This is an optimization exercise on Yosys and OpenROAD, whose aim is small area, a short achievable clock period and few clock cycles per item, not a production implementation. Where RTL was checked, it was by simulation tests only, not by an equivalence proof against the original.

## the previous run
==> module tpu_pe, before the edit <==
module tpu_pe
(
        input  logic [7:0] a_in,
        input  logic [7:0] b_in,
        input  logic [7:0] acc_in,
        output logic [7:0] sum
);
        logic pp1, pp2, pp3, pp4, pp5, pp6, pp7, pp8, pp9, pp10, pp11, pp12, pp13, pp14, pp15, pp16, pp17, pp18, pp19, pp20, pp21, pp22, pp23, pp24, pp25, pp26, pp27, pp28, pp29, pp30, pp31, pp32, pp33, pp34, pp35, pp36, s37, c38, s39, c40, s41, c42, s43, c44, s45, c46, s47, c48, s49, c50, s51, c52, s53, c54, s55, c56, s57, c58, s59, c60, s61, c62, s63, c64, s65, c66, s67, c68, s69, c70, s71, c72, s73, c74, s75, c76, s77, c78, s79, c80, s81, c82, s83, c84, s85, c86, x87, x88, x89, x90, x91, x92, x93, x94, x95, x96, x97, x98, x99, x100;
        logic [7:4] row0, row1;
        logic top, c7;
        assign pp1 = ~a_in[0] | ~b_in[0];
        assign pp2 = ~a_in[0] | ~b_in[1];
        assign pp3 = ~a_in[0] | ~b_in[2];
        assign pp4 = ~a_in[0] | ~b_in[3];
        assign pp5 = ~a_in[0] | ~b_in[4];
        assign pp6 = ~a_in[0] | ~b_in[5];
        assign pp7 = ~a_in[0] | ~b_in[6];
        assign pp8 = ~a_in[0] | ~b_in[7];
        assign pp9 = ~a_in[1] | ~b_in[0];
        assign pp10 = ~a_in[1] | ~b_in[1];
        assign pp11 = ~a_in[1] | ~b_in[2];
        assign pp12 = ~a_in[1] | ~b_in[3];
        assign pp13 = ~a_in[1] | ~b_in[4];
        assign pp14 = ~a_in[1] | ~b_in[5];
        assign pp15 = ~a_in[1] | ~b_in[6];
        assign pp16 = ~a_in[2] | ~b_in[0];
        assign pp17 = ~a_in[2] | ~b_in[1];
        assign pp18 = ~a_in[2] | ~b_in[2];
        assign pp19 = ~a_in[2] | ~b_in[3];
        assign pp20 = ~a_in[2] | ~b_in[4];
        assign pp21 = ~a_in[2] | ~b_in[5];
        assign pp22 = ~a_in[3] | ~b_in[0];
        assign pp23 = ~a_in[3] | ~b_in[1];
        assign pp24 = ~a_in[3] | ~b_in[2];
        assign pp25 = ~a_in[3] | ~b_in[3];
        assign pp26 = ~a_in[3] | ~b_in[4];
        assign pp27 = ~a_in[4] | ~b_in[0];
        assign pp28 = ~a_in[4] | ~b_in[1];
        assign pp29 = ~a_in[4] | ~b_in[2];
        assign pp30 = ~a_in[4] | ~b_in[3];
        assign pp31 = ~a_in[5] | ~b_in[0];
        assign pp32 = ~a_in[5] | ~b_in[1];
        assign pp33 = ~a_in[5] | ~b_in[2];
        assign pp34 = ~a_in[6] | ~b_in[0];
        assign pp35 = ~a_in[6] | ~b_in[1];
        assign pp36 = ~a_in[7] | ~b_in[0];
        assign s37 = pp1 ^ acc_in[0];
        assign c38 = pp1 & acc_in[0];
        assign s39 = pp2 ^ pp9 ^ acc_in[1];
        assign c40 = (pp2 & pp9) | (pp2 & acc_in[1]) | (pp9 & acc_in[1]);
        assign s41 = c38 ^ s39;
        assign c42 = c38 & s39;
        assign s43 = pp10 ^ pp16 ^ pp3;
        assign c44 = (pp10 & pp16) | (pp10 & pp3) | (pp16 & pp3);
        assign s45 = acc_in[2] ^ c40 ^ s43;
        assign c46 = (acc_in[2] & c40) | (acc_in[2] & s43) | (c40 & s43);
        assign s47 = c42 ^ s45;
        assign c48 = c42 & s45;
        assign s49 = pp11 ^ pp17 ^ pp22;
        assign c50 = (pp11 & pp17) | (pp11 & pp22) | (pp17 & pp22);
        assign s51 = pp4 ^ acc_in[3] ^ c44;
        assign c52 = (pp4 & acc_in[3]) | (pp4 & c44) | (acc_in[3] & c44);
        assign s53 = s49 ^ c46 ^ s51;
        assign c54 = (s49 & c46) | (s49 & s51) | (c46 & s51);
        assign s55 = c48 ^ s53;
        assign c56 = c48 & s53;
        assign s57 = pp12 ^ pp18 ^ pp23;
        assign c58 = (pp12 & pp18) | (pp12 & pp23) | (pp18 & pp23);
        assign s59 = pp27 ^ pp5 ^ acc_in[4];
        assign c60 = (pp27 & pp5) | (pp27 & acc_in[4]) | (pp5 & acc_in[4]);
        assign s61 = c50 ^ s57 ^ s59;
        assign c62 = (c50 & s57) | (c50 & s59) | (s57 & s59);
        assign s63 = c52 ^ s61 ^ c54;
        assign c64 = (c52 & s61) | (c52 & c54) | (s61 & c54);
        assign s65 = pp13 ^ pp19 ^ pp24;
        assign c66 = (pp13 & pp19) | (pp13 & pp24) | (pp19 & pp24);
        assign s67 = pp28 ^ pp31 ^ pp6;
        assign c68 = (pp28 & pp31) | (pp28 & pp6) | (pp31 & pp6);
        assign s69 = acc_in[5] ^ c58 ^ c60;
        assign c70 = (acc_in[5] & c58) | (acc_in[5] & c60) | (c58 & c60);
        assign s71 = s65 ^ s67 ^ c62;
        assign c72 = (s65 & s67) | (s65 & c62) | (s67 & c62);
        assign s73 = s69 ^ s71;
        assign c74 = s69 & s71;
        assign s75 = pp14 ^ pp20 ^ pp25;
        assign c76 = (pp14 & pp20) | (pp14 & pp25) | (pp20 & pp25);
        assign s77 = pp29 ^ pp32 ^ pp34;
        assign c78 = (pp29 & pp32) | (pp29 & pp34) | (pp32 & pp34);
        assign s79 = pp7 ^ acc_in[6] ^ c66;
        assign c80 = (pp7 & acc_in[6]) | (pp7 & c66) | (acc_in[6] & c66);
        assign s81 = c68 ^ s75 ^ s77;
        assign c82 = (c68 & s75) | (c68 & s77) | (s75 & s77);
        assign s83 = c70 ^ s79 ^ s81;
        assign c84 = (c70 & s79) | (c70 & s81) | (s79 & s81);
        assign s85 = c72 ^ s83;
        assign c86 = c72 & s83;
        tpu_x u_x87 (.a(pp15), .b(pp21), .y(x87));
        tpu_x u_x88 (.a(pp26), .b(pp30), .y(x88));
        tpu_x u_x89 (.a(pp33), .b(pp35), .y(x89));
        tpu_x u_x90 (.a(pp36), .b(pp8), .y(x90));
        tpu_x u_x91 (.a(acc_in[7]), .b(x87), .y(x91));
        tpu_x u_x92 (.a(x88), .b(x89), .y(x92));
        tpu_x u_x93 (.a(x90), .b(c76), .y(x93));
        tpu_x u_x94 (.a(c78), .b(x91), .y(x94));
        tpu_x u_x95 (.a(x92), .b(x93), .y(x95));
        tpu_x u_x96 (.a(x94), .b(c80), .y(x96));
        tpu_x u_x97 (.a(x95), .b(c82), .y(x97));
        tpu_x u_x98 (.a(x96), .b(x97), .y(x98));
        tpu_x u_x99 (.a(x98), .b(c84), .y(x99));
        tpu_x u_x100 (.a(x99), .b(c86), .y(x100));
        assign sum[0] = s37;
        assign sum[1] = s41;
        assign sum[2] = s47;
        assign sum[3] = s55;
        assign row0[4] = c56;
        assign row1[4] = s63;
        assign row0[5] = s73;
        assign row1[5] = c64;
        assign row0[6] = c74;
        assign row1[6] = s85;
        assign top = x100;
        assign {c7, sum[6:4]} = {1'b0, row0[6:4]} + {1'b0, row1[6:4]};
        tpu_x u_top (.a(top), .b(c7), .y(sum[7]));
endmodule
clock: 5.0 ns
lec_check: 0
cap_margin: 20
core_margin: 2
core_utilization: 55
place_density: 0.7
setup_slack_margin: 1.4
slew_margin: 20
synth_hierarchical: 1
standard.sh (not shown) runs the stock make flow with config.mk's settings and CLKGATE_MAP_FILE= SYNTH_SCRIPT=/design/flow/synth_recipe.tcl, a recipe that flattens the netlist after the stock synthesis.
==> flow/flow/run.sh <==
#!/bin/bash
# The standard layout with two changes:
# - the port buffers that buffer_ports inserts are sky130_fd_sc_hd__buf_4 instead of the
#   library's default pick, so the input ports can drive their fanout; every port still
#   gets its own buffer;
# - synthesis is the standard flow's own script (synth_recipe.tcl) except that Yosys's synth skips its
#   generic ABC pass (-noabc), so the full and half adders written in the RTL reach
#   extract_fa as written instead of re-expressed with inverters. Everything else (the
#   -nofsm -noshare synth, flattening, renaming, flip-flop mapping and the final ABC
#   mapping) is unchanged, so the registers are the standard synthesis's.
set -euo pipefail
sed '1s/.*/proc synth {args} { yosys synth -nofsm -noshare -noabc {*}$args }/' \
        synth_recipe.tcl > noabc_synth.tcl
sed "s#SYNTH_SCRIPT=[^ ]*#SYNTH_SCRIPT=$PWD/noabc_synth.tcl#" standard.sh > standard_noabc.sh
export BUFFER_PORTS_ARGS="-buffer_cell sky130_fd_sc_hd__buf_4"
bash standard_noabc.sh > standard.log 2>&1
Edits applied to the flow inputs when going from the previous run to the current run:
-- flow/design.v --
<<< the previous run, line 59
        assign s43 = pp10 ^ pp16 ^ pp3;
        assign c44 = (pp10 & pp16) | (pp10 & pp3) | (pp16 & pp3);
        assign s45 = acc_in[2] ^ c40 ^ s43;
        assign c46 = (acc_in[2] & c40) | (acc_in[2] & s43) | (c40 & s43);
        assign s47 = c42 ^ s45;
        assign c48 = c42 & s45;
>>> the current run, line 59
        assign s43 = pp10 ^ pp16 ^ pp3;
        assign c44 = (pp10 & pp16) | (pp10 & pp3) | (pp16 & pp3);
        assign s45 = acc_in[2] ^ s43 ^ c40;
        assign c46 = (acc_in[2] & s43) | (acc_in[2] & c40) | (s43 & c40);
        assign s47 = c42 ^ s45;
        assign c48 = c42 & s45;
<<< the previous run, line 67
        assign s51 = pp4 ^ acc_in[3] ^ c44;
        assign c52 = (pp4 & acc_in[3]) | (pp4 & c44) | (acc_in[3] & c44);
        assign s53 = s49 ^ c46 ^ s51;
        assign c54 = (s49 & c46) | (s49 & s51) | (c46 & s51);
        assign s55 = c48 ^ s53;
        assign c56 = c48 & s53;
>>> the current run, line 67
        assign s51 = pp4 ^ acc_in[3] ^ c44;
        assign c52 = (pp4 & acc_in[3]) | (pp4 & c44) | (acc_in[3] & c44);
        assign s53 = s49 ^ s51 ^ c46;
        assign c54 = (s49 & s51) | (s49 & c46) | (s51 & c46);
        assign s55 = c48 ^ s53;
        assign c56 = c48 & s53;
<<< the previous run, line 75
        assign s59 = pp27 ^ pp5 ^ acc_in[4];
        assign c60 = (pp27 & pp5) | (pp27 & acc_in[4]) | (pp5 & acc_in[4]);
        assign s61 = c50 ^ s57 ^ s59;
        assign c62 = (c50 & s57) | (c50 & s59) | (s57 & s59);
        assign s63 = c52 ^ s61 ^ c54;
        assign c64 = (c52 & s61) | (c52 & c54) | (s61 & c54);
        assign s65 = pp13 ^ pp19 ^ pp24;
        assign c66 = (pp13 & pp19) | (pp13 & pp24) | (pp19 & pp24);
        assign s67 = pp28 ^ pp31 ^ pp6;
        assign c68 = (pp28 & pp31) | (pp28 & pp6) | (pp31 & pp6);
        assign s69 = acc_in[5] ^ c58 ^ c60;
        assign c70 = (acc_in[5] & c58) | (acc_in[5] & c60) | (c58 & c60);
        assign s71 = s65 ^ s67 ^ c62;
        assign c72 = (s65 & s67) | (s65 & c62) | (s67 & c62);
        assign s73 = s69 ^ s71;
        assign c74 = s69 & s71;
        assign s75 = pp14 ^ pp20 ^ pp25;
        assign c76 = (pp14 & pp20) | (pp14 & pp25) | (pp20 & pp25);
>>> the current run, line 75
        assign s59 = pp27 ^ pp5 ^ acc_in[4];
        assign c60 = (pp27 & pp5) | (pp27 & acc_in[4]) | (pp5 & acc_in[4]);
        assign s61 = c50 ^ s57 ^ c52;
        assign c62 = (c50 & s57) | (c50 & c52) | (s57 & c52);
        assign s63 = s59 ^ s61 ^ c54;
        assign c64 = (s59 & s61) | (s59 & c54) | (s61 & c54);
        assign s65 = pp13 ^ pp19 ^ pp24;
        assign c66 = (pp13 & pp19) | (pp13 & pp24) | (pp19 & pp24);
        assign s67 = pp28 ^ pp31 ^ pp6;
        assign c68 = (pp28 & pp31) | (pp28 & pp6) | (pp31 & pp6);
        assign s69 = acc_in[5] ^ c58 ^ s65;
        assign c70 = (acc_in[5] & c58) | (acc_in[5] & s65) | (c58 & s65);
        assign s71 = s67 ^ c60 ^ s69;
        assign c72 = (s67 & c60) | (s67 & s69) | (c60 & s69);
        assign s73 = c62 ^ s71;
        assign c74 = c62 & s71;
        assign s75 = pp14 ^ pp20 ^ pp25;
        assign c76 = (pp14 & pp20) | (pp14 & pp25) | (pp20 & pp25);
<<< the previous run, line 105
        tpu_x u_x89 (.a(pp33), .b(pp35), .y(x89));
        tpu_x u_x90 (.a(pp36), .b(pp8), .y(x90));
        tpu_x u_x91 (.a(acc_in[7]), .b(x87), .y(x91));
        tpu_x u_x92 (.a(x88), .b(x89), .y(x92));
        tpu_x u_x93 (.a(x90), .b(c76), .y(x93));
        tpu_x u_x94 (.a(c78), .b(x91), .y(x94));
        tpu_x u_x95 (.a(x92), .b(x93), .y(x95));
>>> the current run, line 105
        tpu_x u_x89 (.a(pp33), .b(pp35), .y(x89));
        tpu_x u_x90 (.a(pp36), .b(pp8), .y(x90));
        tpu_x u_x91 (.a(x87), .b(x88), .y(x91));
        tpu_x u_x92 (.a(x89), .b(x90), .y(x92));
        tpu_x u_x93 (.a(acc_in[7]), .b(c76), .y(x93));
        tpu_x u_x94 (.a(c78), .b(x91), .y(x94));
        tpu_x u_x95 (.a(x92), .b(x93), .y(x95));
### Flow results
The previous run → the current run: met2 track utilization from global routing now larger; number of signal-net buffers in the layout now smaller; first-iteration DRC count now larger; post-route worst setup slack now larger.
Compared to the previous run, the current run has fraction of area in multi-input gates 0.38 points lower.
Against the previous run, the final cell area of the current run is lower.
Testbench counts of the current run, summed over its fixed seeds: cycles 1,320, jobs 320.
The RTL of the previous run was laid out without a check of its function.

what the ideal ports hide:
The results above use ideal ports. As a check the final layouts listed here were re-extracted and re-timed, cells and wires unchanged.
Step 1 (the two cells are an assumption about what drives the block):
set clk [get_ports {clk}]
set_driving_cell -lib_cell sky130_fd_sc_hd__clkbuf_16 $clk
set_driving_cell -lib_cell sky130_fd_sc_hd__buf_2 [delete_from_list [all_inputs] $clk]
Step 2 also shifts input and output timing later by t, the mid clock arrival at the registers, as if the neighbouring blocks saw the same clock.
Slacks: ideal / step 1 / step 2; pairs: ideal / step 1.
| run | t, ns | slack for setup (ns) | worst slew at a driven data input, ns | pins driven straight from the clock port |
|---|---|---|---|---|
| the previous run | 0.610 | 1.357 / 1.357 / 0.786 | 0.11 | 1 |
| the current run | 0.603 | 1.422 / 1.425 / 0.822 | 0.07 | 1 |
After both steps setup and hold are still met in every run listed. The setup slack of the current run, which loses most, moves by +0.003 ns with the drivers and by -0.600 ns with both steps.
